What follows belongs to an exercise in optimizing a design on an open flow for small area; a production flow would make more cautious choices.
Function was checked by simulation only, so behaviour that the tests miss may differ from the original.
Power figures rest on the tool's default switching activity, not on a simulated workload.

==> flow/design.v <==
package wb_pkg;
    localparam int XLEN = 32;
    localparam int REG_ADDR_W = 5;
    localparam int NUM_REGS = 32;
    typedef enum logic [2:0] {
        WB_NOP  = 3'd0,
        WB_GPR  = 3'd1,
        WB_MTHI = 3'd2,
        WB_MTLO = 3'd3,
        WB_MULT = 3'd4,
        WB_MADD = 3'd5,
        WB_MSUB = 3'd6
    } wb_op_t;
endpackage
`timescale 1ns/10ps
module wb_control (
    input  logic clk,
    input  logic reset,
    input  logic i_req,
    output logic o_ack,
    output logic o_commit
);
    typedef enum logic [1:0] {
        ST_IDLE   = 2'd0,
        ST_COMMIT = 2'd1,
        ST_ACK    = 2'd2
    } state_t;
    state_t state;
    state_t state_next;
    always_comb begin
        state_next = state;
        case (state)
            ST_IDLE: begin
                if (i_req) begin
                    state_next = ST_COMMIT;
                end
            end
            ST_COMMIT: begin
                state_next = ST_ACK;
            end
            ST_ACK: begin
                if (!i_req) begin
                    state_next = ST_IDLE;
                end
            end
            default: begin
                state_next = ST_IDLE;
            end
        endcase
    end
    always_ff @(posedge clk) begin
        if (reset) begin
            state <= ST_IDLE;
        end else begin
            state <= state_next;
        end
    end
    assign o_commit = (state == ST_COMMIT);
    assign o_ack = (state == ST_ACK);
endmodule
`timescale 1ns/10ps
module hilo_unit (
    input  logic                        clk,
    input  logic                        reset,
    input  logic                        i_commit,
    input  wb_pkg::wb_op_t              i_op0,
    input  wb_pkg::wb_op_t              i_op1,
    input  logic [wb_pkg::XLEN-1:0]     i_data0,
    input  logic [wb_pkg::XLEN-1:0]     i_data1,
    input  logic [2*wb_pkg::XLEN-1:0]   i_prod0,
    input  logic [2*wb_pkg::XLEN-1:0]   i_prod1,
    output logic [wb_pkg::XLEN-1:0]     o_hi,
    output logic [wb_pkg::XLEN-1:0]     o_lo
);
    localparam int W = wb_pkg::XLEN;
    logic [W-1:0]   hi_q;
    logic [W-1:0]   lo_q;
    logic           mul1, acc1, mul0, acc0;
    logic           lane1;
    logic           use_old;
    logic           sub;
    logic [2*W-1:0] a;
    logic [2*W-1:0] p;
    logic [2*W-1:0] sum;
    assign acc1 = (i_op1 == wb_pkg::WB_MADD) || (i_op1 == wb_pkg::WB_MSUB);
    assign mul1 = acc1 || (i_op1 == wb_pkg::WB_MULT);
    assign acc0 = (i_op0 == wb_pkg::WB_MADD) || (i_op0 == wb_pkg::WB_MSUB);
    assign mul0 = acc0 || (i_op0 == wb_pkg::WB_MULT);
    assign lane1   = mul1;
    assign use_old = lane1 ? acc1 : acc0;
    assign sub     = lane1 ? (i_op1 == wb_pkg::WB_MSUB) : (i_op0 == wb_pkg::WB_MSUB);
    assign p       = lane1 ? i_prod1 : i_prod0;
    assign a       = {hi_q, lo_q} & {2*W{use_old}};
    assign sum     = a + (p ^ {2*W{sub}}) + {{2*W-1{1'b0}}, sub};
    logic hi_d1, hi_d0, hi_s, lo_d1, lo_d0, lo_s;
    logic hi_en, lo_en;
    always_comb begin
        hi_d1 = 1'b0; hi_d0 = 1'b0; hi_s = 1'b0;
        lo_d1 = 1'b0; lo_d0 = 1'b0; lo_s = 1'b0;
        if (i_op1 == wb_pkg::WB_MTHI)      hi_d1 = 1'b1;
        else if (mul1)                     hi_s  = 1'b1;
        else if (i_op0 == wb_pkg::WB_MTHI) hi_d0 = 1'b1;
        else if (mul0)                     hi_s  = 1'b1;
        if (i_op1 == wb_pkg::WB_MTLO)      lo_d1 = 1'b1;
        else if (mul1)                     lo_s  = 1'b1;
        else if (i_op0 == wb_pkg::WB_MTLO) lo_d0 = 1'b1;
        else if (mul0)                     lo_s  = 1'b1;
        if (reset) begin
            hi_d1 = 1'b0; hi_d0 = 1'b0; hi_s = 1'b0;
            lo_d1 = 1'b0; lo_d0 = 1'b0; lo_s = 1'b0;
        end
    end
    assign hi_en = reset || (i_commit && (hi_d1 || hi_d0 || hi_s));
    assign lo_en = reset || (i_commit && (lo_d1 || lo_d0 || lo_s));
    always_ff @(posedge clk) begin
        if (hi_en) begin
            hi_q <= ({W{hi_s}} & sum[2*W-1:W]) | ({W{hi_d1}} & i_data1) | ({W{hi_d0}} & i_data0);
        end
        if (lo_en) begin
            lo_q <= ({W{lo_s}} & sum[W-1:0]) | ({W{lo_d1}} & i_data1) | ({W{lo_d0}} & i_data0);
        end
    end
    assign o_hi = hi_q;
    assign o_lo = lo_q;
endmodule
`timescale 1ns/10ps
module gpr_file (
    input  logic                            clk,
    input  logic                            reset,
    input  logic                            i_commit,
    input  wb_pkg::wb_op_t                  i_op0,
    input  wb_pkg::wb_op_t                  i_op1,
    input  logic [wb_pkg::REG_ADDR_W-1:0]   i_rdst0,
    input  logic [wb_pkg::REG_ADDR_W-1:0]   i_rdst1,
    input  logic [wb_pkg::XLEN-1:0]         i_data0,
    input  logic [wb_pkg::XLEN-1:0]         i_data1,
    input  logic [wb_pkg::REG_ADDR_W-1:0]   i_raddr,
    output logic [wb_pkg::XLEN-1:0]         o_rdata
);
    localparam int N = wb_pkg::NUM_REGS;
    localparam int W = wb_pkg::XLEN;
    logic [W-1:0]                  regs [1:N-1];
    logic [N-1:1]                  valid;
    logic                          pv;
    logic [wb_pkg::REG_ADDR_W-1:0] pa;
    logic [W-1:0]                  pd;
    logic                          we0;
    logic                          we1;
    logic                          wen;
    logic [wb_pkg::REG_ADDR_W-1:0] waddr;
    logic [W-1:0]                  wdata;
    assign we0 = i_commit && (i_op0 == wb_pkg::WB_GPR) && (i_rdst0 != '0);
    assign we1 = i_commit && (i_op1 == wb_pkg::WB_GPR) && (i_rdst1 != '0);
    assign wen   = i_commit ? we0 : pv;
    assign waddr = i_commit ? i_rdst0 : pa;
    assign wdata = i_commit ? i_data0 : pd;
    always_ff @(posedge clk) begin
        if (reset) begin
            pv <= 1'b0;
        end else begin
            pv <= we1;
        end
    end
    always_ff @(posedge clk) begin
        if (we1) begin
            pa <= i_rdst1;
            pd <= i_data1;
        end
    end
    for (genvar r = 1; r < N; r++) begin : g_reg
        logic wr;
        assign wr = wen && (waddr == r);
        always_ff @(posedge clk) begin
            if (reset) begin
                valid[r] <= 1'b0;
            end else if (wr) begin
                valid[r] <= 1'b1;
            end
        end
        always_ff @(posedge clk) begin
            if (wr) begin
                regs[r] <= wdata;
            end
        end
    end
    logic          hit;
    logic [N-1:1]  rsel;
    logic [W-1:0]  rdata;
    assign hit = pv && (pa == i_raddr);
    always_comb begin
        rdata = {W{hit}} & pd;
        for (int r = 1; r < N; r++) begin
            rsel[r] = !hit && valid[r] && (i_raddr == r);
            rdata   = rdata | ({W{rsel[r]}} & regs[r]);
        end
    end
    assign o_rdata = rdata;
endmodule
`timescale 1ns/10ps
module wb_top (
    input  logic                            clk,
    input  logic                            reset,
    input  logic                            i_req,
    output logic                            o_ack,
    input  wb_pkg::wb_op_t                  i_op0,
    input  wb_pkg::wb_op_t                  i_op1,
    input  logic [wb_pkg::REG_ADDR_W-1:0]   i_rdst0,
    input  logic [wb_pkg::REG_ADDR_W-1:0]   i_rdst1,
    input  logic [wb_pkg::XLEN-1:0]         i_data0,
    input  logic [wb_pkg::XLEN-1:0]         i_data1,
    input  logic [2*wb_pkg::XLEN-1:0]       i_prod0,
    input  logic [2*wb_pkg::XLEN-1:0]       i_prod1,
    input  logic [wb_pkg::REG_ADDR_W-1:0]   i_raddr,
    output logic [wb_pkg::XLEN-1:0]         o_rdata,
    output logic [wb_pkg::XLEN-1:0]         o_hi,
    output logic [wb_pkg::XLEN-1:0]         o_lo
);
    logic commit;
    wb_control u_control (
        .clk      (clk),
        .reset    (reset),
        .i_req    (i_req),
        .o_ack    (o_ack),
        .o_commit (commit)
    );
    hilo_unit u_hilo (
        .clk      (clk),
        .reset    (reset),
        .i_commit (commit),
        .i_op0    (i_op0),
        .i_op1    (i_op1),
        .i_data0  (i_data0),
        .i_data1  (i_data1),
        .i_prod0  (i_prod0),
        .i_prod1  (i_prod1),
        .o_hi     (o_hi),
        .o_lo     (o_lo)
    );
    gpr_file u_gpr (
        .clk      (clk),
        .reset    (reset),
        .i_commit (commit),
        .i_op0    (i_op0),
        .i_op1    (i_op1),
        .i_rdst0  (i_rdst0),
        .i_rdst1  (i_rdst1),
        .i_data0  (i_data0),
        .i_data1  (i_data1),
        .i_raddr  (i_raddr),
        .o_rdata  (o_rdata)
    );
endmodule
==> flow/run.sh <==
#!/bin/bash
# synth_recipe.tcl (not shown) runs the flow's synth.tcl, then flattens the netlist and writes it again
# the make line also repeats each setting of config.mk as NAME=value (left out here)
make -C /OpenROAD-flow-scripts/flow DESIGN_CONFIG=/design/flow/config.mk WORK_HOME=/design/flow/orfs CLKGATE_MAP_FILE= SYNTH_SCRIPT=/design/flow/synth_recipe.tcl finish
==> flow/config.mk <==
export PLATFORM = sky130hd
export DESIGN_NAME = wb_top
export DESIGN_NICKNAME = wb_top
export VERILOG_FILES = /design/flow/design.v
export SDC_FILE = /design/flow/constraint.sdc
export NUM_CORES = 4
export LEC_CHECK = 0
export CAP_MARGIN = 20
export CORE_MARGIN = 2
export CORE_UTILIZATION = 40
export SLEW_MARGIN = 20
==> flow/constraint.sdc <==
create_clock -name core_clock -period 7.0 [get_ports {clk}]
set_input_delay 1.4000 -clock core_clock [delete_from_list [all_inputs] [get_ports {clk}]]
set_output_delay 1.4000 -clock core_clock [all_outputs]
set_load 0.01 [all_outputs]
==> run notes, run 1 <==
Hold Path Sink u_gpr.valid[8]; number of flops mapped to enable cells by yosys around 1.1k; R2R Setup Slk 2.42 ns; CTS Root Cell clkbuf_16; sequential power share 50.3%; Crit Path Category in2out; register clock-pin slew on the reported worst setup and hold paths 0.06 ns; GRT Resource Usage Total approximately 29%; Worst Reg-to-Reg Cells 13; first-pass GRT wire length 245,000 um; Die Height between 300 and 400 um; clock group share of total power 39.3%; Final min period 6.83 ns; Worst Path Max Fanout 16; final non-filler cell area 56,500 um2; synth top area cells edfxtp_1, a22oi_1, xnor2_1, ha_1, a221oi_1; CP Buf/Inv Count 4; YS warnings 4; Area growth syn-to-layout 19.8%; Int Pwr 11.5 mW; Main synth FF type edfxtp_1; sw power about 3.5 mW; die width around 350 um; Cell Rows roughly 130; DP Worst Slack ~0.19 ns; Final #Nets ~3.9k; Worst Tran Pin Value 1.23 ns; Mapped Cells between 3k and 4k; Crit-path slowest cell and3_2; DR iter-0 viols 5,701; worst r2r dst u_hilo.hi_q[24]; status timing/DRC/antenna clean; GRT overflow 0; Mapped Avg Cell Area 14.7 um2; Initial Util between 40% and 50%; Vias ~33k; crit start category input pin; Hold Buf Count CTS 0; most numerous cell in the Yosys netlist edfxtp_1; fillers 10.1k; largest net degree at the start of global routing 66; Avg WL per Cell 34.0 um; final hold violations 0; Yosys top cell by area edfxtp_1; Yosys reg bits about 1.1k; Critical Path RT 5.60 ns; Worst Path Arrival 5.43 ns; share of the synthesized area in the top cell type 69.6%; sequential share of the synthesized area 71.0%; Worst-Skew Late Latency 0.69 ns; Inst Count DP 4,999; Vias/cell about 6.3; Mapped Area between 40,000 and 50,000 um2; H-tree Lvls 3; clk sinks 1,127; worst hold path type reg2reg; f_max 146 MHz; Worst path top cell family by delay simple AND/OR/NAND/NOR gates; Logic pwr share 10.3%; post-route ant nets 0; Net Sw Frac between 20% and 30%; max_cap viols 0; Core Box Area 117,000 um2; Pwr Density 265 nW/um2; Worst setup EP type output pin; setup violators final 0; Rel. slew slack 17.6%; Final Instance Count excl. Fillers 5,208; placed inst area 52,900 um2; Synth top cells by count edfxtp_1, a22oi_1, nand2_1; hold depth 2; Distinct cells, synth 67; io pins 313; unrepaired setup endpoints after global routing false; Final HPWL DP 113,000 um; DR pass1 iterations 9; CTS tree yes; HP Start u_gpr.valid[8]; initial antenna violation count 9; leakage 18.7 nW; Post-CTS Setup Bufs 0; final setup TNS 0 ns; vias in the first global route 31.7k; fraction of layout cells with a size suffix above 1 10.8%; RD Place Congestion between 0.9 and 1; # resized after CTS 0; crit path cell chain clkdlybuf4s50_1, xnor2_1, nand3_1, o31ai_2, buf_4, nor2_1, and3_2, buf_4, a221oi_1, nand4_1, nor2_1, nand4_1, clkdlybuf4s50_1; DRT Wirelength 177,000 um; Post-synth ARST share 0%; Slew Viols, Final 0; IO Port Bufs 312; crit share post-route 97.6%; skew final 0.0205 ns; die area 121,000 um2; Peak supply drop 0.000207 V; drt drc 0; clk buf depth 3; reg-to-reg startpoint u_hilo.lo_q[0]; total CTS buffers 111; largest stage delay on the critical path 0.56 ns; setup ws final 0.169 ns
==> layer usage <==
| metal | vias to the layer above | GRT usage, % | wire length, um |
|---|---|---|---|
| li1 | 13700 | - | - |
| met1 | 16600 | 39.2 | 67200 |
| met2 | 2364 | 45.8 | 81600 |
| met3 | 310 | 6.09 | 21900 |
| met4 | 10 | 9.29 | 6130 |
| met5 | - | 0 | 69 |
==> flip-flops by register name, summed over array words and instances (netlist names) <==
| name | flops |
|---|---|
| u_hilo.hi_q | 32 |
| u_control.state | 2 |
| u_gpr.pa | 5 |
| u_hilo.lo_q | 32 |
| u_gpr.regs | 992 |
| u_gpr.pd | 32 |
| u_gpr.valid | 31 |
| u_gpr.pv | 1 |
==> per-stage QoR <==
step	hold WS, ns	power [mW]	util [%]
2_1_floorplan	0.429	8.56	-
3_3_place_gp	0.442	9.20	45.0
3_5_place_dp	0.451	9.21	45.0
4_1_cts	0.465	15.0	48.0
5_1_grt	0.491	15.4	48.1
6_report	0.465	15.0	48.1
==> final cells by class <==
cell class              instances  area, um2  area share [%]
flip-flops and latches       1127      33500            59.3
multi-input cells            1866      13100            23.3
repair buffers                446       4320            7.64
clock buffers                 154       3050            5.40
well taps                    1536       1920            3.40
clock inverters                49        470           0.832
inverters                      28        105           0.186
diodes                          2       5.00         0.00886
==> how the worst max path moves through the flow <==
stage,start,to,cells past startpoint
final,i_raddr[1],o_rdata[28],13
after global routing,i_raddr[1],o_rdata[28],13
after CTS,i_raddr[1],o_rdata[28],13
after detailed placement,i_raddr[1],o_rdata[28],13
after global placement,i_raddr[1],o_rdata[28],13
after floorplan,i_op1[2],u_hilo.hi_q[29],17
==> power groups by stage <==
stage	sequential [mW]	combinational (mW)	clock, mW
after floorplan	7.69	0.873	0
after global placement	7.70	1.51	0
after detailed placement	7.69	1.51	0
after CTS	7.55	1.52	5.91
after global routing	7.55	1.67	6.17
final	7.55	1.55	5.90
==> worst reg2reg max path, delay by kind of cell, from the launching register on <==
kind	cells	cell delay, ns
AO/OA/AOI/OAI	9	2.52
AND/OR/NAND/NOR	2	0.74
adder cells (fa/ha/maj)	1	0.51
XOR/XNOR	1	0.15
flip-flops	1	0.39
==> layout by cell type, fill, tap and decap left out, types with 68 or more instances in the layout <==
| cell type | netlist | layout |
|---|---|---|
| a22oi_1 | 315 | 315 |
| buf_4 | 0 | 117 |
| nor2_1 | 135 | 117 |
| a221oi_1 | 80 | 80 |
| nand4_1 | 86 | 86 |
| edfxtp_1 | 1093 | 1093 |
| o21ai_0 | 100 | 99 |
| a21oi_1 | 102 | 100 |
| xnor2_1 | 107 | 107 |
| clkbuf_16 | 0 | 113 |
| and2_1 | 85 | 68 |
| nand2_1 | 167 | 146 |
| nand3_1 | 89 | 89 |
| clkdlybuf4s50_1 | 0 | 309 |
==> logic make-up after synthesis <==
family	count (synthesis)	share of synthesized area, %
flip-flops	1127	71.0
AO/OA/AOI/OAI	876	13.8
buffers and inverters	220	1.78
multiplexers	66	1.40
XOR/XNOR	127	2.36
AND/OR/NAND/NOR	734	7.97
adder cells (fa/ha/maj)	63	1.69
==> run 2: changes to the inputs <==
--- a/flow/design.v
+++ b/flow/design.v
@@ -60,4 +60,40 @@
 endmodule
 `timescale 1ns/10ps
+module hilo_add #(
+    parameter int N = 64
+) (
+    input  logic [N-1:0] a,
+    input  logic [N-1:0] b,
+    input  logic         cin,
+    output logic [N-1:0] y
+);
+    logic [N-1:0] p;
+    logic [N-1:0] g;
+    logic [N-1:0] gg;
+    logic [N-1:0] pp;
+    always_comb begin
+        p = a ^ b;
+        g = a & b;
+        g[0] = g[0] | (p[0] & cin);
+        gg = g;
+        pp = p;
+        for (int d = 1; d < N; d = d * 2) begin
+            for (int i = 2 * d - 1; i < N; i = i + 2 * d) begin
+                gg[i] = gg[i] | (pp[i] & gg[i-d]);
+                pp[i] = pp[i] & pp[i-d];
+            end
+        end
+        for (int d = N / 4; d >= 1; d = d / 2) begin
+            for (int i = 3 * d - 1; i < N; i = i + 2 * d) begin
+                gg[i] = gg[i] | (pp[i] & gg[i-d]);
+                pp[i] = pp[i] & pp[i-d];
+            end
+        end
+        y[0] = p[0] ^ cin;
+        for (int i = 1; i < N; i++) begin
+            y[i] = p[i] ^ gg[i-1];
+        end
+    end
+endmodule
 module hilo_unit (
     input  logic                        clk,
@@ -90,7 +126,12 @@
     assign use_old = lane1 ? acc1 : acc0;
     assign sub     = lane1 ? (i_op1 == wb_pkg::WB_MSUB) : (i_op0 == wb_pkg::WB_MSUB);
-    assign p       = lane1 ? i_prod1 : i_prod0;
+    assign p       = (lane1 ? i_prod1 : i_prod0) ^ {2*W{sub}};
     assign a       = {hi_q, lo_q} & {2*W{use_old}};
-    assign sum     = a + (p ^ {2*W{sub}}) + {{2*W-1{1'b0}}, sub};
+    hilo_add #(.N(2*W)) u_add (
+        .a   (a),
+        .b   (p),
+        .cin (sub),
+        .y   (sum)
+    );
     logic hi_d1, hi_d0, hi_s, lo_d1, lo_d0, lo_s;
     logic hi_en, lo_en;
@@ -141,5 +182,4 @@
     localparam int W = wb_pkg::XLEN;
     logic [W-1:0]                  regs [1:N-1];
-    logic [N-1:1]                  valid;
     logic                          pv;
     logic [wb_pkg::REG_ADDR_W-1:0] pa;
@@ -154,28 +194,13 @@
     assign wen   = i_commit ? we0 : pv;
     assign waddr = i_commit ? i_rdst0 : pa;
-    assign wdata = i_commit ? i_data0 : pd;
+    assign wdata = reset ? '0 : (i_commit ? i_data0 : pd);
     always_ff @(posedge clk) begin
-        if (reset) begin
-            pv <= 1'b0;
-        end else begin
-            pv <= we1;
-        end
-    end
-    always_ff @(posedge clk) begin
-        if (we1) begin
-            pa <= i_rdst1;
-            pd <= i_data1;
-        end
+        pv <= we1 && !reset;
+        pa <= i_rdst1;
+        pd <= i_data1;
     end
     for (genvar r = 1; r < N; r++) begin : g_reg
         logic wr;
-        assign wr = wen && (waddr == r);
-        always_ff @(posedge clk) begin
-            if (reset) begin
-                valid[r] <= 1'b0;
-            end else if (wr) begin
-                valid[r] <= 1'b1;
-            end
-        end
+        assign wr = reset || (wen && (waddr == r));
         always_ff @(posedge clk) begin
             if (wr) begin
@@ -185,5 +210,4 @@
     end
     logic          hit;
-    logic [N-1:1]  rsel;
     logic [W-1:0]  rdata;
     assign hit = pv && (pa == i_raddr);
@@ -191,6 +215,5 @@
         rdata = {W{hit}} & pd;
         for (int r = 1; r < N; r++) begin
-            rsel[r] = !hit && valid[r] && (i_raddr == r);
-            rdata   = rdata | ({W{rsel[r]}} & regs[r]);
+            rdata = rdata | ({W{!hit && (i_raddr == r)}} & regs[r]);
         end
     end
--- a/flow/config.mk
+++ b/flow/config.mk
@@ -6,6 +6,8 @@
 export NUM_CORES = 4
 export LEC_CHECK = 0
-export CAP_MARGIN = 20
+export CAP_MARGIN = 5
 export CORE_MARGIN = 2
-export CORE_UTILIZATION = 40
-export SLEW_MARGIN = 20
+export CORE_UTILIZATION = 60
+export CTS_CLUSTER_DIAMETER = 100
+export CTS_CLUSTER_SIZE = 30
+export SLEW_MARGIN = 5
==> run 2 against run 1 <==
- via count fell by 8.3%
- non-clock buffer count rose by 24
- combinational power rose by 19%
- flip-flop and latch count fell by 31
- first-iteration DRC count fell by 1.3%
- largest power group unchanged
- highest routed layer unchanged
==> run notes, run 2 <==
CTS tree yes (unchanged); Post-synth ARST share 0% (unchanged); max_cap viols 0 (unchanged); final hold violations 0 (unchanged); leakage 18.2 nW (was 18.7 nW); crit start category input pin (unchanged); Die Height 277 um (was 347 um); die area 76,800 um2 (was 121,000 um2); register clock-pin slew on the reported worst setup and hold paths 0.12 ns (was 0.06 ns); Mapped Avg Cell Area 15.8 um2 (was 14.7 um2); most numerous cell in the Yosys netlist edfxtp_1 (unchanged); max reg flops 992 (unchanged); f_max 147 MHz (was 146 MHz); share of the synthesized area in the top cell type 70.8% (was 69.6%); synth top area cells edfxtp_1, a22oi_1, a22o_1, dfxtp_1, a221oi_1 (was edfxtp_1, a22oi_1, xnor2_1, ha_1, a221oi_1); Mapped Cells 2,832 (was 3,213); Worst Tran Pin Value 1.38 ns (was 1.23 ns); Hold Buf Count CTS 0 (unchanged); sw power 3.29 mW (was 3.55 mW); Yosys reg bits 1,096 (was 1,127); Worst Path Arrival 5.40 ns (was 5.43 ns); Peak supply drop 0.000317 V (was 0.000207 V); worst hold path type reg2reg (unchanged); Worst setup EP type output pin (unchanged); Main synth FF type edfxtp_1 (unchanged); Vias/cell 7.24 (was 6.33); Largest Register u_gpr.regs (unchanged); sequential share of the synthesized area 72.6% (was 71.0%); first-pass GRT wire length 221,000 um (was 245,000 um); Mapped Area 44,800 um2 (was 47,200 um2); commonest cells after routing, fill and taps aside edfxtp_1, a22oi_1, clkdlybuf4s50_1 (unchanged); Worst-Skew Late Latency 0.65 ns (was 0.69 ns); GRT overflow 0 (unchanged); number of flops mapped to enable cells by yosys 1,056 (was 1,093); skew final 0.0463 ns (was 0.0205 ns); Avg WL per Cell 38.2 um (was 34.0 um); Cell Rows 100 (was 126); Worst Path Max Fanout 13 (was 16); Yosys top cell by area edfxtp_1 (unchanged); total power 12.9 mW (was 15.0 mW); crit share post-route 97.1% (was 97.6%); fillers 4,942 (was 10.1k); Slew Viols, Final 0 (unchanged); RD Place Congestion 1.01 (was 0.944); DR iter-0 viols 5,629 (was 5,701); final setup TNS 0 ns (unchanged); vias in the first global route 29.1k (was 31.7k); Logic pwr share 14.3% (was 10.3%); Area growth syn-to-layout 15.0% (was 19.8%); total CTS buffers 43 (was 111); clk buf depth 3 (unchanged); fraction of layout cells with a size suffix above 1 10.0% (was 10.8%); IO Port Bufs 312 (unchanged); unrepaired setup endpoints after global routing false (unchanged); CTS Root Cell clkbuf_16 (unchanged); Final #Nets 3,497 (was 3,859); Int Pwr 9.65 mW (was 11.5 mW); Crit Path Category in2out (unchanged); Synth top cells by count edfxtp_1, a22oi_1, nand2_1 (unchanged); status timing/DRC/antenna clean (unchanged); largest net degree at the start of global routing 53 (was 66); sequential power share 61.4% (was 50.3%); clock group share of total power 24.3% (was 39.3%); DRT Wirelength 160,000 um (was 177,000 um); Final HPWL DP 103,000 um (was 113,000 um); Distinct cells, synth 62 (was 67); Final min period 6.80 ns (was 6.83 ns); Net Sw Frac 25.5% (was 23.6%); drt drc 0 (unchanged); Pwr Density 251 nW/um2 (was 265 nW/um2); Core Box Area 74,200 um2 (was 117,000 um2); initial antenna violation count 6 (was 9); Rel. slew slack 8.21% (was 17.6%); io pins 313 (unchanged); commonest non-fill, non-tap cell in the layout edfxtp_1 (unchanged); Initial Util 60.3% (was 40.2%); GRT Resource Usage Total 41.2% (was 28.7%); H-tree Lvls 2 (was 3); die width 277 um (was 347 um); YS warnings 5 (was 4); clk sinks 1,096 (was 1,127); post-route ant nets 0 (unchanged); DR pass1 iterations 9 (unchanged); setup violators final 0 (unchanged); Vias 30.2k (was 33.0k); Critical Path RT 5.60 ns (about the same)
[run 2: changes by cell type after synthesis, moves of 32 or more]
cell / previous run / this run
a21oi_1: 102 / 63
a222oi_1: 47 / 8
a22oi_1: 315 / 380
and2_1: 85 / 42
and3_1: 40 / 1
clkbuf_1: 151 / 96
edfxtp_1: 1093 / 1056
inv_1: 28 / 69
nand2_1: 167 / 124
nor2_1: 135 / 45
o21ai_0: 100 / 68
xnor2_1: 107 / 72
[run 2: metrics by stage]
step           util (%)  std cells  hold slack [ns]  cell area, um2  setup WS [ns]
2_1_floorplan         -       2832            0.430           44800          0.836
3_3_place_gp       67.6       4110            0.482           50200          0.171
3_5_place_dp       67.6       4110            0.506           50200         0.0808
4_1_cts            69.3       4171            0.523           51400         0.0817
5_1_grt            69.4       4178            0.557           51500         0.0905
6_report           69.4       4179            0.526           51500          0.201
[run 2: logic make-up (layout without fill, tap and decap cells)]
family          Yosys count  after routing  share of synthesized area, %
mux                      65             65                          1.45
buf+inv                 227            600                          2.12
xor+xnor                102            102                          2.00
simple gates            453            453                          5.38
other cells               0              5                             0
flops                  1096           1096                          72.6
compound gates          797            797                          13.3
fa+ha+maj                92             92                          3.11
[run 2: timing repair]
item | CTS | global route
setup buffers | 0 | 3
setup endpoints to repair | 0 | 4
resized for setup | 0 | 0
[run 2: path summary, 6_finish.rpt]
| check | end | start | slack, ns | cells after the start |
|---|---|---|---|---|
| worst min-delay path | u_control.state[0] | u_control.state[0] | 0.53 | 1 |
| worst min register to register | u_control.state[0] | u_control.state[0] | 0.53 | 1 |
| worst max register to register | u_hilo.hi_q[14] | u_hilo.lo_q[9] | 2.55 | 13 |
| worst max-delay path | o_rdata[27] | i_raddr[1] | 0.20 | 13 |
[run 2: area by class of cell]
cell class	instances	area, um2	area share (%)
well taps	969	1210	2.35
flip-flops and latches	1096	32500	63.1
clock buffers	56	1160	2.24
inverters	69	259	0.503
multi-input cells	1509	11800	22.9
repair buffers	470	4470	8.68
diodes	5	12.5	0.0243
clock inverters	5	76.3	0.148
[run 2: worst max-delay path, cell delays in order]
cell	delay (ns)
clkdlybuf4s50_1	0.73
xor2_1	0.18
nor4_4	0.21
and2_2	0.50
buf_4	0.23
nor4_4	0.05
buf_4	0.17
buf_4	0.19
a22o_1	0.24
a221oi_1	0.21
nand3_1	0.11
or4_1	0.61
clkdlybuf4s50_1	0.55
[run 2: layer usage]
layer / vias up / part of all wire (%) / global-route usage, %
li1: 12100 / - / -
met1: 15100 / 36 / 57.4
met2: 2596 / 46 / 63.4
met3: 463 / 13 / 8.36
met4: 2 / 5.6 / 18.8
met5: - / 0.012 / 0
[run 2: power groups by stage]
stage / Combinational, mW / Sequential [mW] / Clock, mW
finish: 1.85 / 7.94 / 3.14
global route: 1.96 / 7.98 / 3.34
CTS: 1.81 / 7.93 / 3.12
detailed placement: 1.80 / 8.08 / 0
global placement: 1.78 / 8.06 / 0
floorplan: 0.871 / 8.05 / 0
==> run 3: changes to the inputs <==
==> flow/flow/run.sh (new file) <==
#!/bin/bash
# Standard synthesis and layout, with single-drive buffers on the ports
# (in place of the default delay-cell buffers) and no dummy clock loads.
set -euo pipefail
export BUFFER_PORTS_ARGS="-buffer_cell sky130_fd_sc_hd__buf_1"
export CTS_ARGS="-sink_clustering_enable -repair_clock_nets -dont_use_dummy_load -sink_clustering_size 25 -sink_clustering_max_diameter 100"
bash standard.sh finish \
    "BUFFER_PORTS_ARGS=$BUFFER_PORTS_ARGS" \
    "CTS_ARGS=$CTS_ARGS" > flow_standard.log 2>&1
==> flow/standard.sh (new file) <==
#!/bin/bash
# synth_recipe.tcl (not shown) runs the flow's synth.tcl, then flattens the netlist and writes it again
# the make line also repeats each setting of config.mk as NAME=value (left out here)
make -C /OpenROAD-flow-scripts/flow DESIGN_CONFIG=/design/flow/config.mk WORK_HOME=/design/flow/orfs CLKGATE_MAP_FILE= SYNTH_SCRIPT=/design/flow/synth_recipe.tcl "${@:-finish}"
--- a/flow/config.mk
+++ b/flow/config.mk
@@ -10,4 +10,4 @@
 export CORE_UTILIZATION = 60
 export CTS_CLUSTER_DIAMETER = 100
-export CTS_CLUSTER_SIZE = 30
+export CTS_CLUSTER_SIZE = 25
 export SLEW_MARGIN = 5
removed: flow/run.sh
==> run 3 against run 2 <==
- clock power up 3%
- sequential share of layout area up 2.9 points
- synthesized area unchanged
- global-route usage up 0.33 points
- non-clock buffer count down 43
- wire length up 0.73%
- clock skew up 0.061 ns
- utilization down 3.1 points
- flip-flop and latch count unchanged
- combinational power down 11%
- hold slack better by 0.0026 ns
- die area unchanged
- critical path type unchanged
- largest power group unchanged
- highest routed layer unchanged
==> run notes, run 3 <==
status timing/DRC/antenna clean (unchanged); initial antenna violation count 5 (was 6); Worst Reg-to-Reg Cells 13 (unchanged); fillers 5,318 (was 4,942); commonest non-fill, non-tap cell in the layout edfxtp_1 (unchanged); Main synth FF type edfxtp_1 (unchanged); share of the synthesized area in the top cell type 70.8% (unchanged); CP endpoint o_rdata[26] (was o_rdata[27]); DR iter-0 viols 5,282 (was 5,629); critical path startpoint i_raddr[3] (was i_raddr[1]); Distinct cells, synth 62 (unchanged); Peak supply drop 0.000282 V (was 0.000317 V); crit path cell chain buf_1, xor2_1, nor4_4, and2_2, nor4_4, buf_4, buf_4, a22oi_1, nand3_1, or4_1, buf_1 (was clkdlybuf4s50_1, xor2_1, nor4_4, and2_2, buf_4, nor4_4, buf_4, buf_4, a22o_1, a221oi_1, nand3_1, or4_1, clkdlybuf4s50_1); Final #Nets 3,462 (was 3,497); crit share post-route 90.8% (was 97.1%); Avg WL per Cell 39.0 um (was 38.2 um); die width 277 um (unchanged); DRT Wirelength 161,000 um (was 160,000 um); RD Place Congestion 0.993 (was 1.01); Vias/cell 7.34 (was 7.24); Yosys top cell by area edfxtp_1 (unchanged); hold depth 1 (unchanged); Die Height 277 um (unchanged); final non-filler cell area 49,200 um2 (was 51,500 um2); placed inst area 47,900 um2 (was 50,200 um2); die area 76,800 um2 (unchanged); number of flops mapped to enable cells by yosys 1,056 (unchanged); Core Box Area 74,200 um2 (unchanged); Worst path top cell family by delay simple AND/OR/NAND/NOR gates (was buffers and inverters); worst r2r dst u_hilo.hi_q[14] (unchanged); CTS tree yes (unchanged); Yosys reg bits 1,096 (unchanged); f_max 157 MHz (was 147 MHz); worst hold path type reg2reg (unchanged); GRT overflow 0 (unchanged); Worst Tran Pin Value 1.34 ns (was 1.38 ns); fraction of layout cells with a size suffix above 1 8.85% (was 10.0%); Final min period 6.35 ns (was 6.80 ns); leakage 17.1 nW (was 18.2 nW); total CTS buffers 51 (was 43); Final HPWL DP 98,000 um (was 103,000 um); first-pass GRT wire length 222,000 um (was 221,000 um); R2R Setup Slk 2.51 ns (was 2.55 ns); Post-CTS Setup Bufs 0 (unchanged); max_cap viols 0 (unchanged); synth top area cells edfxtp_1, a22oi_1, a22o_1, dfxtp_1, a221oi_1 (unchanged); GRT Resource Usage Total 41.5% (was 41.2%); critical path depth 11 (was 13); Pwr Density 260 nW/um2 (was 251 nW/um2); Largest Register u_gpr.regs (unchanged); Slew Viols, Final 0 (unchanged); Worst-Skew Late Latency 0.70 ns (was 0.65 ns); IO Port Bufs 312 (unchanged); Mapped Cells 2,832 (unchanged); commonest cells after routing, fill and taps aside edfxtp_1, a22oi_1, buf_1 (was edfxtp_1, a22oi_1, clkdlybuf4s50_1); clk sinks 1,096 (unchanged); crit start category input pin (unchanged); setup violators final 0 (unchanged); post-route ant nets 0 (unchanged); Area growth syn-to-layout 9.96% (was 15.0%); register clock-pin slew on the reported worst setup and hold paths 0.07 ns (was 0.12 ns); YS warnings 5 (unchanged); sequential share of the synthesized area 72.6% (unchanged); Worst Path Max Fanout 18 (was 13); Cell Rows 100 (unchanged); largest stage delay on the critical path 1.01 ns (was 0.73 ns); DR pass1 iterations 6 (was 9); H-tree Lvls 2 (unchanged); Post-synth ARST share 0% (unchanged); Initial Util 60.3% (unchanged); Crit Path Category in2out (unchanged); Critical Path RT 5.60 ns (about the same); Mapped Area 44,800 um2 (unchanged); Mapped Avg Cell Area 15.8 um2 (unchanged); CP Buf/Inv Count 4 (was 5); most numerous cell in the Yosys netlist edfxtp_1 (unchanged); Worst Path Arrival 4.95 ns (was 5.40 ns); Vias 30.3k (was 30.2k); CTS Root Cell clkbuf_16 (unchanged); Hold Buf Count CTS 0 (unchanged); skew final 0.107 ns (was 0.0463 ns); Crit-path slowest cell nor4_4 (was clkdlybuf4s50_1); drt drc 0 (unchanged); final hold violations 0 (unchanged); # resized after CTS 0 (unchanged); total power 12.8 mW (was 12.9 mW); Worst setup EP type output pin (unchanged); reg-to-reg startpoint u_hilo.lo_q[9] (unchanged); register area 32,500 um2 (unchanged); multi-input logic area 11,900 um2 (was 11,800 um2); clk buf depth 3 (unchanged); max reg flops 992 (unchanged); Synth top cells by count edfxtp_1, a22oi_1, nand2_1 (unchanged); Rel. slew slack 10.6% (was 8.21%); vias in the first global route 29.2k (was 29.1k); final setup TNS 0 ns (unchanged); largest net degree at the start of global routing 65 (was 53); io pins 313 (unchanged); unrepaired setup endpoints after global routing false (unchanged)
[run 3: cell count changes in the layout (fill, tap and decap cells not counted), moves of 7 or more]
cell and delta:
a21o_2 -8, a21o_4 +8, buf_1 +311, buf_12 -8, buf_4 -36, clkbuf_1 -11
clkbuf_16 +7, clkdlybuf4s50_1 -311
[run 3: cell families after synthesis]
logic type,Yosys count,synth area share [%]
XOR/XNOR,102,2.00
buffers and inverters,227,2.12
AND/OR/NAND/NOR,453,5.38
adder cells (fa/ha/maj),92,3.11
multiplexers,65,1.45
flip-flops,1096,72.6
AO/OA/AOI/OAI,797,13.3
[run 3: worst min-delay path by stage]
stage,slack [ns],to,start
after floorplan,0.43,u_control.state[0],u_control.state[1]
after global placement,0.48,u_control.state[0],u_control.state[0]
after detailed placement,0.51,u_control.state[0],u_control.state[0]
after CTS,0.52,u_control.state[0],u_control.state[0]
after global routing,0.56,u_control.state[0],u_control.state[0]
final,0.53,u_control.state[0],u_control.state[0]
[run 3: stage by stage]
step | instances | utilization [%] | hold slack (ns) | worst slack (ns)
after floorplan | 2832 | - | 0.430 | 0.836
after global placement | 4070 | 64.5 | 0.477 | 0.614
after detailed placement | 4070 | 64.5 | 0.510 | 0.529
after CTS | 4121 | 66.3 | 0.520 | 0.779
after global routing | 4122 | 66.3 | 0.559 | 0.579
final | 4126 | 66.3 | 0.529 | 0.646
[run 3: layer usage]
layer  global-route usage, %  up-vias  part of all wire, %
li1                        -    12000                    -
met1                    57.7    15200                   36
met2                    64.0     2580                   45
met3                    8.77      501                   13
met4                    18.7        2                  5.6
met5                       0        -               0.0044
[run 3: area by class of cell]
cell class,count,area share [%]
Sequential cell,1096,66.0
Multi-Input combinational cell,1509,24.1
Timing Repair Buffer,427,4.27
Clock buffer,51,2.59
Tap cell,969,2.46
Inverter,69,0.526
Antenna cell,5,0.0254
[run 3: report_power, final]
group	switching, mW	internal (mW)	total [mW]
Combinational	1.16	0.484	1.64
Clock	1.93	1.30	3.23
Sequential	0.175	7.77	7.94
Total	3.27	9.55	12.8
==> run 4: changes to the inputs <==
--- a/flow/config.mk
+++ b/flow/config.mk
@@ -6,4 +6,5 @@
 export NUM_CORES = 4
 export LEC_CHECK = 0
+export ABC_AREA = 1
 export CAP_MARGIN = 5
 export CORE_MARGIN = 2
==> run 4 against run 3 <==
- global-route usage is 5.2 points lower
- die area is 5.7% higher
- register-to-register slack better by 0.08 ns
- combinational power is 4% lower
- count of clock-buffer cells in the layout is 1 lower
- cell area is 4.9% higher
- non-clock buffer count is 9 lower
- via count is 9.5% higher
- critical path depth is 4 higher
- sequential power hardly changed
==> run notes, run 4 <==
final hold slack 0.441 ns (was 0.529 ns); setup ws final 0.958 ns (was 0.646 ns); CTS tree yes (unchanged); IO Port Bufs 312 (unchanged); Area growth syn-to-layout 9.00% (was 9.96%); crit start category input pin (unchanged); Mapped Area 47,400 um2 (was 44,800 um2); final setup TNS 0 ns (unchanged); DRT Wirelength 148,000 um (was 161,000 um); Hold Buf Count CTS 0 (unchanged); clk buf depth 3 (unchanged); Avg WL per Cell 26.4 um (was 39.0 um); setup violators final 0 (unchanged); GRT overflow 0 (unchanged); Die Height 285 um (was 277 um); CTS Root Cell clkbuf_16 (unchanged); Net Sw Frac 25.4% (was 25.5%); clk sinks 1,096 (unchanged); GRT Resource Usage Total 36.3% (was 41.5%); Peak supply drop 0.000201 V (was 0.000282 V); Int Pwr 9.49 mW (was 9.55 mW); f_max 166 MHz (was 157 MHz); fraction of layout cells with a size suffix above 1 5.83% (was 8.85%); worst hold path type reg2reg (unchanged); Cell Rows 103 (was 100); DR iter-0 viols 4,450 (was 5,282); first-pass GRT wire length 211,000 um (was 222,000 um); DP Worst Slack 0.839 ns (was 0.529 ns); die area 81,200 um2 (was 76,800 um2); Final Instance Count excl. Fillers 5,613 (was 4,126); Crit Path Category in2out (unchanged); io pins 313 (unchanged); Pwr Density 246 nW/um2 (was 260 nW/um2); die width 285 um (was 277 um); Critical Path RT 5.60 ns (about the same); status timing/DRC/antenna clean (unchanged); Final #Nets 4,873 (was 3,462); Main synth FF type edfxtp_1 (unchanged); max reg flops 992 (unchanged); synth top area cells edfxtp_1, nand2_1, nor2_1, nand3_1, inv_1 (was edfxtp_1, a22oi_1, a22o_1, dfxtp_1, a221oi_1); Worst-Skew Late Latency 0.66 ns (was 0.70 ns); max_cap viols 0 (unchanged); Synth top cells by count nand2_1, edfxtp_1, nor2_1 (was edfxtp_1, a22oi_1, nand2_1); Worst Tran Pin Value 1.25 ns (was 1.34 ns); register clock-pin slew on the reported worst setup and hold paths 0.11 ns (was 0.07 ns); Final HPWL DP 96,200 um (was 98,000 um); Distinct cells, synth 45 (was 62); final hold violations 0 (unchanged); Mapped Avg Cell Area 11.1 um2 (was 15.8 um2); Mapped Cells 4,263 (was 2,832); Inst Count DP 5,563 (was 4,070); Worst setup EP type output pin (unchanged); drt drc 0 (unchanged); total CTS buffers 50 (was 51); number of flops mapped to enable cells by yosys 1,056 (unchanged); Slew Viols, Final 0 (unchanged); sequential power share 62.4% (was 62.0%); unrepaired setup endpoints after global routing false (unchanged); initial antenna violation count 9 (was 5); RD Place Congestion 0.995 (was 0.993); Worst Path Max Fanout 37 (was 18); Diodes inserted 0 (was 5); H-tree Lvls 2 (unchanged); Post-CTS Setup Bufs 0 (unchanged); Yosys top cell by area edfxtp_1 (unchanged); clock group share of total power 25.2% (about the same); Rel. slew slack 16.1% (was 10.6%); commonest non-fill, non-tap cell in the layout nand2_1 (was edfxtp_1); skew final 0.0618 ns (was 0.107 ns); Post-synth ARST share 0% (unchanged); Logic pwr share 12.5% (was 12.8%); largest net degree at the start of global routing 43 (was 65); crit share post-route 86.3% (was 90.8%); sw power 3.23 mW (was 3.27 mW); Largest Register u_gpr.regs (unchanged); Vias 33.1k (was 30.3k); Worst Path Arrival 4.64 ns (was 4.95 ns); Initial Util 60.2% (was 60.3%); Core Box Area 78,600 um2 (was 74,200 um2); sequential share of the synthesized area 68.7% (was 72.6%); YS warnings 5 (unchanged); most numerous cell in the Yosys netlist nand2_1 (was edfxtp_1); leakage 21.0 nW (was 17.1 nW); Yosys reg bits 1,096 (unchanged); commonest cells after routing, fill and taps aside nand2_1, edfxtp_1, nor2_1 (was edfxtp_1, a22oi_1, buf_1); post-route ant nets 0 (unchanged); Final min period 6.04 ns (was 6.35 ns); DR pass1 iterations 6 (unchanged); share of the synthesized area in the top cell type 67.0% (was 70.8%); # resized after CTS 0 (unchanged); vias in the first global route 30.8k (was 29.2k); Vias/cell 5.90 (was 7.34)
run 4: cell count changes after synthesis, sizes merged, moves of 42 or more:
cell / delta
nand2: +1447
a22oi: -364
nor2: +296
inv: +184
nand3: +173
a221oi: -97
a22o: -94
a21oi: +69
xnor2: -57
xor2: +49
and2: -42
run 4: power groups by stage:
| stage | registers (mW) | clock network (mW) | logic, mW |
|---|---|---|---|
| after floorplan | 8.07 | 0 | 0.855 |
| after global placement | 8.07 | 0 | 1.54 |
| after detailed placement | 8.08 | 0 | 1.55 |
| after CTS | 7.93 | 3.21 | 1.56 |
| after global routing | 7.97 | 3.41 | 1.71 |
| final | 7.93 | 3.20 | 1.58 |
run 4: layer usage:
layer	vias to the layer above	wire length, um	GRT usage (%)
li1	14900	-	-
met2	1839	67400	56.2
met4	8	5290	12.0
met5	-	47	0
met1	16100	58800	52.4
met3	265	16800	7.08
run 4: logic make-up (layout without fill, tap and decap cells):
logic type	count (synthesis)	after routing	share of synthesized area, %
flip-flops	1096	1096	68.7
AND/OR/NAND/NOR	2212	2212	18.5
buffers and inverters	423	723	3.74
XOR/XNOR	94	94	1.74
adder cells (fa/ha/maj)	92	92	2.94
AO/OA/AOI/OAI	322	322	3.92
multiplexers	24	24	0.507
run 4: per-stage QoR:
stage	instance area [um2]	power, mW	util (%)
after floorplan	47400	8.92	-
after global placement	50400	9.60	64.1
after detailed placement	50400	9.63	64.1
after CTS	51600	12.7	65.7
after global routing	51600	13.1	65.7
final	51600	12.7	65.7
run 4: cell type report:
| cell class | count | area [um2] |
|---|---|---|
| Tap cell | 1050 | 1310 |
| Multi-Input combinational cell | 2744 | 13600 |
| Inverter | 255 | 962 |
| Timing Repair Buffer | 418 | 1970 |
| Sequential cell | 1096 | 32500 |
| Fill cell | 6087 | 27000 |
| Clock buffer | 50 | 1250 |
run 4: critical path: stages:
cell and delay, ns:
buf_1 0.08, buf_4 0.20, inv_4 0.20, o21ai_2 0.07, a21oi_2 0.16, nand3_4 0.38, nand2_1 0.28, inv_1 0.44
nand2_1 0.20, nand2_1 0.07, nor2_1 0.12, nand3_1 0.16, nor2_1 0.47, nand2_1 0.20, buf_1 0.16
run 4: path summary, 6_finish.rpt:
| path | endpoint | start | depth (start not counted) | slack [ns] |
|---|---|---|---|---|
| worst max-delay path | o_rdata[12] | i_raddr[4] | 15 | 0.96 |
| worst min-delay path | u_control.state[0] | u_control.state[0] | 1 | 0.44 |
| worst max register to register | u_gpr.regs[26][23] | u_control.state[0] | 9 | 2.59 |
| worst min register to register | u_control.state[0] | u_control.state[0] | 1 | 0.44 |
==> run 5: changes to the inputs <==
==> flow/flow/run.sh (replaced) <==
#!/bin/bash
# Standard synthesis and layout, with single-drive buffers on the ports
# (in place of the default delay-cell buffers) and no dummy clock loads.
set -euo pipefail
export BUFFER_PORTS_ARGS="-buffer_cell sky130_fd_sc_hd__buf_1"
export CTS_ARGS="-sink_clustering_enable -repair_clock_nets -dont_use_dummy_load -sink_clustering_size 30 -sink_clustering_max_diameter 100"
bash standard.sh finish \
    "BUFFER_PORTS_ARGS=$BUFFER_PORTS_ARGS" \
    "CTS_ARGS=$CTS_ARGS" > flow_standard.log 2>&1
--- a/flow/config.mk
+++ b/flow/config.mk
@@ -6,9 +6,9 @@
 export NUM_CORES = 4
 export LEC_CHECK = 0
-export ABC_AREA = 1
-export CAP_MARGIN = 5
+export CAP_MARGIN = 10
 export CORE_MARGIN = 2
 export CORE_UTILIZATION = 60
 export CTS_CLUSTER_DIAMETER = 100
-export CTS_CLUSTER_SIZE = 25
-export SLEW_MARGIN = 5
+export CTS_CLUSTER_SIZE = 30
+export GPL_TIMING_DRIVEN = 0
+export SLEW_MARGIN = 10
==> run 5 against run 4 <==
- the layout now fails its checks (max-capacitance violations, max-slew violations, negative setup slack)
- highest routed layer unchanged
- die area is 5.4% lower
- cell area is 4.4% lower
- critical path depth is 3 lower
- hold slack better by 0.057 ns
- non-clock buffer count is 92 higher
- synthesized cell count is 34% lower
- wire length is 23% higher
- sequential share of layout area is 2.9 points higher
- largest cell class unchanged
- utilization is 0.84 points higher
==> run notes, run 5 <==
max_cap viols 4 (was 0); Worst-Skew Late Latency 0.67 ns (was 0.66 ns); setup ws final -0.0742 ns (was 0.958 ns); Worst Tran Pin Value 1.51 ns (was 1.25 ns); crit start category input pin (unchanged); HP Start u_control.state[1] (was u_control.state[0]); fin util 66.5% (was 65.7%); final hold slack 0.498 ns (was 0.441 ns); vias in the first global route 29.8k (was 30.8k); GRT Resource Usage Total 46.9% (was 36.3%); unrepaired setup endpoints after global routing false (unchanged); largest stage delay on the critical path 1.07 ns (was 0.47 ns); worst r2r dst u_hilo.hi_q[31] (was u_gpr.regs[26][23]); Yosys reg bits 1,096 (unchanged); leakage 17.2 nW (was 21.0 nW); status finished with violations (was timing/DRC/antenna clean); Slew Viols, Final 11 (was 0); Inst Count DP 4,147 (was 5,563); CTS tree yes (unchanged); Peak supply drop 0.000298 V (was 0.000201 V); worst hold path type reg2reg (unchanged); Hold Buf Count CTS 0 (unchanged); synth top area cells edfxtp_1, a22oi_1, a22o_1, dfxtp_1, a221oi_1 (was edfxtp_1, nand2_1, nor2_1, nand3_1, inv_1); Worst Path Arrival 5.67 ns (was 4.64 ns); Initial Util 60.3% (was 60.2%); Distinct cells, synth 62 (was 45); commonest non-fill, non-tap cell in the layout edfxtp_1 (was nand2_1); Synth top cells by count edfxtp_1, a22oi_1, nand2_1 (was nand2_1, edfxtp_1, nor2_1); Post-synth ARST share 0% (unchanged); share of the synthesized area in the top cell type 70.8% (was 67.0%); Worst Path Max Fanout 10 (was 37); GRT overflow 0 (unchanged); reg-to-reg startpoint u_hilo.lo_q[0] (was u_control.state[0]); Final HPWL DP 117,000 um (was 96,200 um); Avg WL per Cell 43.2 um (was 26.4 um); DRT Wirelength 182,000 um (was 148,000 um); Hold Path Sink u_control.state[0] (unchanged); CTS Root Cell clkbuf_16 (unchanged); f_max 141 MHz (was 166 MHz); first-pass GRT wire length 243,000 um (was 211,000 um); placed inst area 48,100 um2 (was 50,400 um2); sequential share of the synthesized area 72.6% (was 68.7%); Rel. slew slack -0.452% (was 16.1%); clk buf depth 3 (unchanged); commonest cells after routing, fill and taps aside edfxtp_1, a22oi_1, buf_1 (was nand2_1, edfxtp_1, nor2_1); Mapped Avg Cell Area 15.8 um2 (was 11.1 um2); Cell Rows 100 (was 103); total power 12.8 mW (was 12.7 mW); Pwr Density 259 nW/um2 (was 246 nW/um2); Yosys top cell by area edfxtp_1 (unchanged); H-tree Lvls 2 (unchanged); YS warnings 5 (unchanged); initial antenna violation count 15 (was 9); total CTS buffers 44 (was 50); Final min period 7.07 ns (was 6.04 ns); Crit-path slowest cell nor3_1 (was nor2_1); post-route ant nets 0 (unchanged); Final Instance Count excl. Fillers 4,208 (was 5,613); largest net degree at the start of global routing 33 (was 43); Mapped Area 44,800 um2 (was 47,400 um2); hold depth 1 (unchanged); skew final 0.0840 ns (was 0.0618 ns); drt drc 0 (unchanged); Core Box Area 74,200 um2 (was 78,600 um2); fraction of layout cells with a size suffix above 1 8.02% (was 5.83%); fillers 5,214 (was 6,087); final hold violations 0 (unchanged); Largest Register u_gpr.regs (unchanged); Failed Checks max-capacitance violations, max-slew violations, negative setup slack; Critical Path RT 5.60 ns (about the same); Main synth FF type edfxtp_1 (unchanged); RD Place Congestion 1.06 (was 0.995); final non-filler cell area 49,300 um2 (was 51,600 um2); Worst Reg-to-Reg Cells 17 (was 9); number of flops mapped to enable cells by yosys 1,056 (unchanged); Mapped Cells 2,832 (was 4,263); Vias/cell 7.69 (was 5.90); die width 277 um (was 285 um); crit path cell chain buf_4, xor2_1, nor4_4, and2_2, buf_6, nor3_1, buf_2, buf_2, a22oi_1, nand4_1, or3_1, buf_1 (was buf_1, buf_4, inv_4, o21ai_2, a21oi_2, nand3_4, nand2_1, inv_1, nand2_1, nand2_1, nor2_1, nand3_1, nor2_1, nand2_1, buf_1); Worst setup EP type output pin (unchanged); IO Port Bufs 308 (was 312); DR pass1 iterations 12 (was 6); clk sinks 1,096 (unchanged); R2R Setup Slk 2.20 ns (was 2.59 ns); most frequent cell on the critical path buf_2 (was nand2_1); crit share post-route 101% (was 86.3%); setup violators final 2 (was 0); Vias 32.4k (was 33.1k); DR iter-0 viols 6,724 (was 4,450); max reg flops 992 (unchanged); register clock-pin slew on the reported worst setup and hold paths 0.12 ns (was 0.11 ns); most numerous cell in the Yosys netlist edfxtp_1 (was nand2_1); Die Height 277 um (was 285 um); Final #Nets 3,538 (was 4,873); die area 76,800 um2 (was 81,200 um2); Area growth syn-to-layout 10.2% (was 9.00%); io pins 313 (unchanged); Crit Path Category in2out (unchanged)
==> run 5: repair_timing <==
item | CTS | global route
endpoints found under the setup margin | 39 | 4
buffers inserted | 0 | 4
pin swaps | 0 | 2
resized for setup | 14 | 26
==> run 5: cell type report <==
class                   instances  area (um2)  area share, %
flip-flops and latches       1096       32500           65.9
multi-input cells            1509       11800           23.8
diodes                         11        27.5         0.0558
inverters                      69         259          0.525
well taps                     969        1210           2.46
plain buffers                 158         734           1.49
repair buffers                352        1740           3.53
clock buffers                  44        1100           2.23
==> run 5: metrics by stage <==
| step | setup TNS, ns | setup WS, ns |
|---|---|---|
| 2_1_floorplan | 0 | 0.836 |
| 3_3_place_gp | -62.92 | -2.61 |
| 3_5_place_dp | -43.73 | -1.85 |
| 4_1_cts | 0 | 0.00538 |
| 5_1_grt | 0 | 0.0381 |
| 6_report | -0.145 | -0.0742 |
==> run 5: worst max-delay path by stage <==
stage | from | cells past startpoint | end
after detailed placement | i_op1[2] | 20 | u_hilo.hi_q[14]
after CTS | i_op1[2] | 20 | u_hilo.hi_q[14]
after global routing | i_op0[2] | 17 | u_hilo.hi_q[14]
final | i_raddr[3] | 12 | o_rdata[13]
after floorplan | i_op1[2] | 17 | u_hilo.hi_q[14]
after global placement | i_op1[2] | 19 | u_hilo.hi_q[14]
==> run 5: cell families after synthesis <==
kind of cell / count (synthesis) / synth area share [%]
multiplexers: 65 / 1.45
adder cells (fa/ha/maj): 92 / 3.11
AND/OR/NAND/NOR: 453 / 5.38
AO/OA/AOI/OAI: 797 / 13.3
XOR/XNOR: 102 / 2.00
buffers and inverters: 227 / 2.12
flip-flops: 1096 / 72.6
==> run 5: where the power goes <==
group          internal (mW)  total [mW]  switching, mW  leakage (nW)
Sequential              7.76        7.94          0.174          11.1
Clock                   1.14        3.06           1.92         0.542
Combinational          0.512        1.78           1.26          5.56
Total                   9.41        12.8           3.36          17.2
==> run 5: critical path: cells and delay by family <==
| family | cells | cell delay, ns |
|---|---|---|
| AO/OA/AOI/OAI | 1 | 0.29 |
| buffers and inverters | 5 | 1.83 |
| XOR/XNOR | 1 | 0.28 |
| AND/OR/NAND/NOR | 5 | 1.83 |
==> run 5: per-layer routing <==
metal / share of wire [%] / track usage [%] / vias to the layer above
met5: 0.043 / 0 / -
met4: 6.8 / 24.9 / 8
met3: 18 / 16.9 / 653
met2: 41 / 65.5 / 3407
met1: 35 / 64.8 / 16100
li1: - / - / 12200
==> run 6: changes to the inputs <==
--- a/flow/design.v
+++ b/flow/design.v
@@ -210,13 +210,57 @@
     end
     logic          hit;
-    logic [W-1:0]  rdata;
+    logic [32:0]   rsel;
+    logic [W-1:0]  rsrc [33];
+    logic [10:0][W-1:0] grp_n;
     assign hit = pv && (pa == i_raddr);
     always_comb begin
-        rdata = {W{hit}} & pd;
+        rsel[0] = hit;
+        rsrc[0] = pd;
         for (int r = 1; r < N; r++) begin
-            rdata = rdata | ({W{!hit && (i_raddr == r)}} & regs[r]);
-        end
-    end
-    assign o_rdata = rdata;
+            rsel[r] = !hit && (i_raddr == r);
+            rsrc[r] = regs[r];
+        end
+        rsel[32] = 1'b0;
+        rsrc[32] = '0;
+    end
+    for (genvar k = 0; k < 11; k++) begin : g_rd
+        gpr_rd_aoi3 u_aoi (
+            .i_d0  (rsrc[3*k]),
+            .i_d1  (rsrc[3*k+1]),
+            .i_d2  (rsrc[3*k+2]),
+            .i_s0  (rsel[3*k]),
+            .i_s1  (rsel[3*k+1]),
+            .i_s2  (rsel[3*k+2]),
+            .o_y_n (grp_n[k])
+        );
+    end
+    gpr_rd_nand11 u_nand (
+        .i_g_n (grp_n),
+        .o_y   (o_rdata)
+    );
+endmodule
+module gpr_rd_aoi3 (
+    input  logic [wb_pkg::XLEN-1:0] i_d0,
+    input  logic [wb_pkg::XLEN-1:0] i_d1,
+    input  logic [wb_pkg::XLEN-1:0] i_d2,
+    input  logic                    i_s0,
+    input  logic                    i_s1,
+    input  logic                    i_s2,
+    output logic [wb_pkg::XLEN-1:0] o_y_n
+);
+    assign o_y_n = ~(({wb_pkg::XLEN{i_s0}} & i_d0) |
+                     ({wb_pkg::XLEN{i_s1}} & i_d1) |
+                     ({wb_pkg::XLEN{i_s2}} & i_d2));
+endmodule
+module gpr_rd_nand11 (
+    input  logic [10:0][wb_pkg::XLEN-1:0] i_g_n,
+    output logic [wb_pkg::XLEN-1:0] o_y
+);
+    always_comb begin
+        o_y = '0;
+        for (int k = 0; k < 11; k++) begin
+            o_y = o_y | ~i_g_n[k];
+        end
+    end
 endmodule
 `timescale 1ns/10ps
==> flow/run.sh (new file) <==
#!/bin/bash
# synth_recipe.tcl (not shown) runs the flow's synth.tcl, then flattens the netlist and writes it again
# the make line also repeats each setting of config.mk as NAME=value (left out here)
make -C /OpenROAD-flow-scripts/flow DESIGN_CONFIG=/design/flow/config.mk WORK_HOME=/design/flow/orfs CLKGATE_MAP_FILE= SYNTH_SCRIPT=/design/flow/synth_recipe.tcl finish
==> flow/config.mk (replaced) <==
export PLATFORM = sky130hd
export DESIGN_NAME = wb_top
export DESIGN_NICKNAME = wb_top
export VERILOG_FILES = /design/flow/design.v
export SDC_FILE = /design/flow/constraint.sdc
export NUM_CORES = 4
export LEC_CHECK = 0
export CAP_MARGIN = 5
export CORE_MARGIN = 2
export CORE_UTILIZATION = 60
export CTS_CLUSTER_DIAMETER = 100
export CTS_CLUSTER_SIZE = 25
export SLEW_MARGIN = 5
export SYNTH_HIERARCHICAL = 1
export SYNTH_MINIMUM_KEEP_SIZE = 0
removed: flow/flow/run.sh
removed: flow/standard.sh
==> run 6 against run 5 <==
- now clean on timing, DRC and antenna
- die area grew 3.0%
- synthesized cell count shrank 5.6%
- critical path depth decreased by 2
- largest power group unchanged
- fmax up 7.2%
==> run notes, run 6 <==
status timing/DRC/antenna clean (was finished with violations); Worst Tran Pin Value 1.24 ns (was 1.51 ns); number of flops mapped to enable cells by yosys 1,056 (unchanged); Slew Viols, Final 0 (was 11); Logic pwr share 14.5% (was 13.9%); total CTS buffers 51 (was 44); Final min period 6.60 ns (was 7.07 ns); DP Worst Slack 0.215 ns (was -1.85 ns); YS warnings 15 (was 5); Worst-Skew Late Latency 0.65 ns (was 0.67 ns); crit share post-route 94.3% (was 101%); placed inst area 51,000 um2 (was 48,100 um2); # resized after CTS 0 (was 14); Diodes inserted 0 (was 11); DRT Wirelength 127,000 um (was 182,000 um); Worst setup EP type output pin (unchanged); synth top area cells edfxtp_1, a222oi_1, buf_6, mux2i_1, dfxtp_1 (was edfxtp_1, a22oi_1, a22o_1, dfxtp_1, a221oi_1); Worst Path Arrival 5.20 ns (was 5.67 ns); Mapped Avg Cell Area 17.2 um2 (was 15.8 um2); Worst Path Max Fanout 23 (was 10); GRT Resource Usage Total 31.6% (was 46.9%); Cell Rows 101 (was 100); GRT overflow 0 (unchanged); io pins 313 (unchanged); clk buf depth 3 (unchanged); Vias 28.0k (was 32.4k); Pwr Density 252 nW/um2 (was 259 nW/um2); Peak supply drop 0.000212 V (was 0.000298 V); Synth top cells by count edfxtp_1, a222oi_1, nand4_1 (was edfxtp_1, a22oi_1, nand2_1); Rel. slew slack 17.2% (was -0.452%); largest net degree at the start of global routing 77 (was 33); grt met1 use 43.5% (was 64.8%); grt peak-use layer met2 (unchanged); unrepaired setup endpoints after global routing false (unchanged); fraction of layout cells with a size suffix above 1 12.0% (was 8.02%); Die Height 281 um (was 277 um); final non-filler cell area 52,500 um2 (was 49,300 um2); Initial Util 60.6% (was 60.3%); crit start category input pin (unchanged); final hold violations 0 (unchanged); setup violators final 0 (was 2); setup ws final 0.398 ns (was -0.0742 ns); drt drc 0 (unchanged); CTS tree yes (unchanged); post-route ant nets 0 (unchanged); Crit-path slowest cell clkdlybuf4s50_1 (was nor3_1); GRT met3 Usage 4.90% (was 16.9%); share of the synthesized area in the top cell type 68.8% (was 70.8%); Area growth syn-to-layout 13.8% (was 10.2%); worst hold path type reg2reg (unchanged); Yosys top cell by area edfxtp_1 (unchanged); IO Port Bufs 312 (was 308); sw power 3.26 mW (was 3.36 mW); Hold Buf Count CTS 0 (unchanged); Vias/cell 6.87 (was 7.69); clock group share of total power 25.7% (was 23.9%); vias in the first global route 27.3k (was 29.8k); sequential share of the synthesized area 70.5% (was 72.6%); CTS Root Cell clkbuf_16 (unchanged); final setup TNS 0 ns (was -0.145 ns); fillers 5,053 (was 5,214); sequential power share 59.8% (was 62.1%); Int Pwr 9.97 mW (was 9.41 mW); register clock-pin slew on the reported worst setup and hold paths 0.09 ns (was 0.12 ns); RD Place Congestion 0.966 (was 1.06); clk sinks 1,096 (unchanged); Crit Path Category in2out (unchanged); Distinct cells, synth 83 (was 62); DR pass1 iterations 8 (was 12); die width 281 um (was 277 um); commonest cells after routing, fill and taps aside edfxtp_1, a222oi_1, clkdlybuf4s50_1 (was edfxtp_1, a22oi_1, buf_1); Yosys reg bits 1,096 (unchanged); commonest non-fill, non-tap cell in the layout edfxtp_1 (unchanged); Post-synth ARST share 0% (unchanged); H-tree Lvls 2 (unchanged); Final #Nets 3,324 (was 3,538); max_cap viols 0 (was 4); Mapped Area 46,100 um2 (was 44,800 um2); most numerous cell in the Yosys netlist edfxtp_1 (unchanged); f_max 151 MHz (was 141 MHz); first-pass GRT wire length 183,000 um (was 243,000 um); Inst Count DP 3,992 (was 4,147); max reg flops 992 (unchanged); die area 79,100 um2 (was 76,800 um2); Critical Path RT 5.60 ns (about the same); DR iter-0 viols 4,572 (was 6,724); skew final 0.0367 ns (was 0.0840 ns); Net Sw Frac 24.6% (was 26.3%); crit path cell chain clkdlybuf4s50_1, xnor2_1, and4_2, buf_12, a211oi_4, buf_4, a222oi_1, nand4_1, or3_1, clkdlybuf4s50_1 (was buf_4, xor2_1, nor4_4, and2_2, buf_6, nor3_1, buf_2, buf_2, a22oi_1, nand4_1, or3_1, buf_1); Largest Register u_gpr.regs (unchanged); Avg WL per Cell 31.0 um (was 43.2 um); Post-CTS Setup Bufs 0 (unchanged); largest stage delay on the critical path 0.64 ns (was 1.07 ns); most frequent cell on the critical path clkdlybuf4s50_1 (was buf_2); Final HPWL DP 82,900 um (was 117,000 um); Final Instance Count excl. Fillers 4,076 (was 4,208); Mapped Cells 2,674 (was 2,832); leakage 18.3 nW (was 17.2 nW); Global Route met2 Usage 52.4% (was 65.5%); Core Box Area 76,100 um2 (was 74,200 um2); Main synth FF type edfxtp_1 (unchanged); initial antenna violation count 3 (was 15)
==> run 6: Yosys stat by module (local to each module, per instance), a selection <==
module / cells / flip-flops and latches
gpr_file: 1243 / 1030
gpr_rd_aoi3: 41 / 0
gpr_rd_nand11: 128 / 0
hilo_unit: 537 / 64
wb_control: 8 / 2
==> run 6: logic make-up (layout without fill, tap and decap cells) <==
logic type	after synthesis	count (layout)	share of synthesized area [%]
flops	1096	1096	70.5
buf+inv	234	570	3.58
fa+ha+maj	93	93	3.06
other cells	1	37	0.00813
compound gates	582	582	12.0
mux	97	97	2.12
simple gates	469	469	6.84
xor+xnor	102	102	1.94
==> run 6: area by class of cell <==
| class | count | area, um2 | share of cell area [%] |
|---|---|---|---|
| repair buffers | 443 | 4160 | 7.94 |
| clock buffers | 77 | 1400 | 2.66 |
| clock inverters | 7 | 110 | 0.210 |
| multi-input cells | 1380 | 12800 | 24.5 |
| inverters | 43 | 161 | 0.308 |
| flip-flops and latches | 1096 | 32500 | 62.0 |
| well taps | 1030 | 1290 | 2.46 |
==> run 6: final timing paths <==
check,from,endpoint,slack [ns],depth (start not counted)
worst max-delay path,i_raddr[1],o_rdata[0],0.40,10
worst min register to register,u_control.state[0],u_control.state[0],0.51,1
worst max register to register,u_hilo.lo_q[0],u_hilo.hi_q[30],2.26,15
worst min-delay path,u_control.state[0],u_control.state[0],0.51,1
==> run 6: power groups by stage <==
| stage | Combinational [mW] | Sequential (mW) | Clock (mW) |
|---|---|---|---|
| after floorplan | 1.03 | 8.04 | 0 |
| after global placement | 1.86 | 8.03 | 0 |
| after detailed placement | 1.89 | 8.06 | 0 |
| after CTS | 1.91 | 7.91 | 3.43 |
| after global routing | 2.05 | 7.95 | 3.64 |
| final | 1.92 | 7.92 | 3.39 |
==> run 6: through the flow <==
step	total power, mW	hold slack [ns]	util [%]
finish	13.2	0.509	69.0
global placement	9.90	0.460	67.0
floorplan	9.07	0.440	-
global route	13.6	0.518	69.0
detailed placement	9.96	0.477	67.0
CTS	13.3	0.502	69.0
==> run 6: critical path, delay by kind of cell <==
family | cells | cell delay, ns
buffers and inverters | 4 | 1.74
AOI/OAI and AO/OA | 2 | 0.74
and+or+nand+nor | 3 | 1.15
xor gates and xnor gates | 1 | 0.15
==> run 6: routing by layer <==
metal / vias to the layer above / wire [um]
li1: 12000 / -
met1: 14100 / 49000
met2: 1691 / 61300
met3: 204 / 12200
met4: 4 / 4070
met5: - / 27

-- static timing again, ports no longer ideal --
The flow's constraints put no driver on any port. The routed layouts listed below were extracted and timed again, unchanged, in two steps. Step 1 (the two cells are an assumption about what drives the block):
set clk [get_ports {clk}]
set_driving_cell -lib_cell sky130_fd_sc_hd__clkbuf_16 $clk
set_driving_cell -lib_cell sky130_fd_sc_hd__buf_2 [delete_from_list [all_inputs] $clk]
Step 2 times the ports against the registers' clock, not the clock port: input delays grow and output delays shrink by t, the midpoint of the rising clock arrivals with the driver on. Slacks: ideal ports / drivers / drivers and shift; pairs: ideal ports / drivers.
run | shift t [ns] | setup WS [ns] | worst setup path at the end | worst data-port slew with drivers (ns) | pins driven straight from the clock port
run 1 | 0.751 | 0.169 / 0.080 / 0.080 | input to output | 0.10 | 1
run 2 | 0.693 | 0.201 / 0.165 / 0.037 | input to register | 0.13 | 1
run 3 | 0.700 | 0.646 / 0.559 / 0.447 | input to register | 0.11 | 1
run 4 | 0.695 | 0.958 / 0.871 / 0.688 | input to register | 0.22 | 1
run 5 | 0.692 | -0.074 / -0.169 / -0.420 | input to register | 0.15 | 1
run 6 | 0.705 | 0.398 / 0.367 / 0.179 | input to register | 0.06 | 1
For run 5, which loses most, drivers alone change the setup slack by -0.095 ns; drivers and shift together by -0.346 ns.
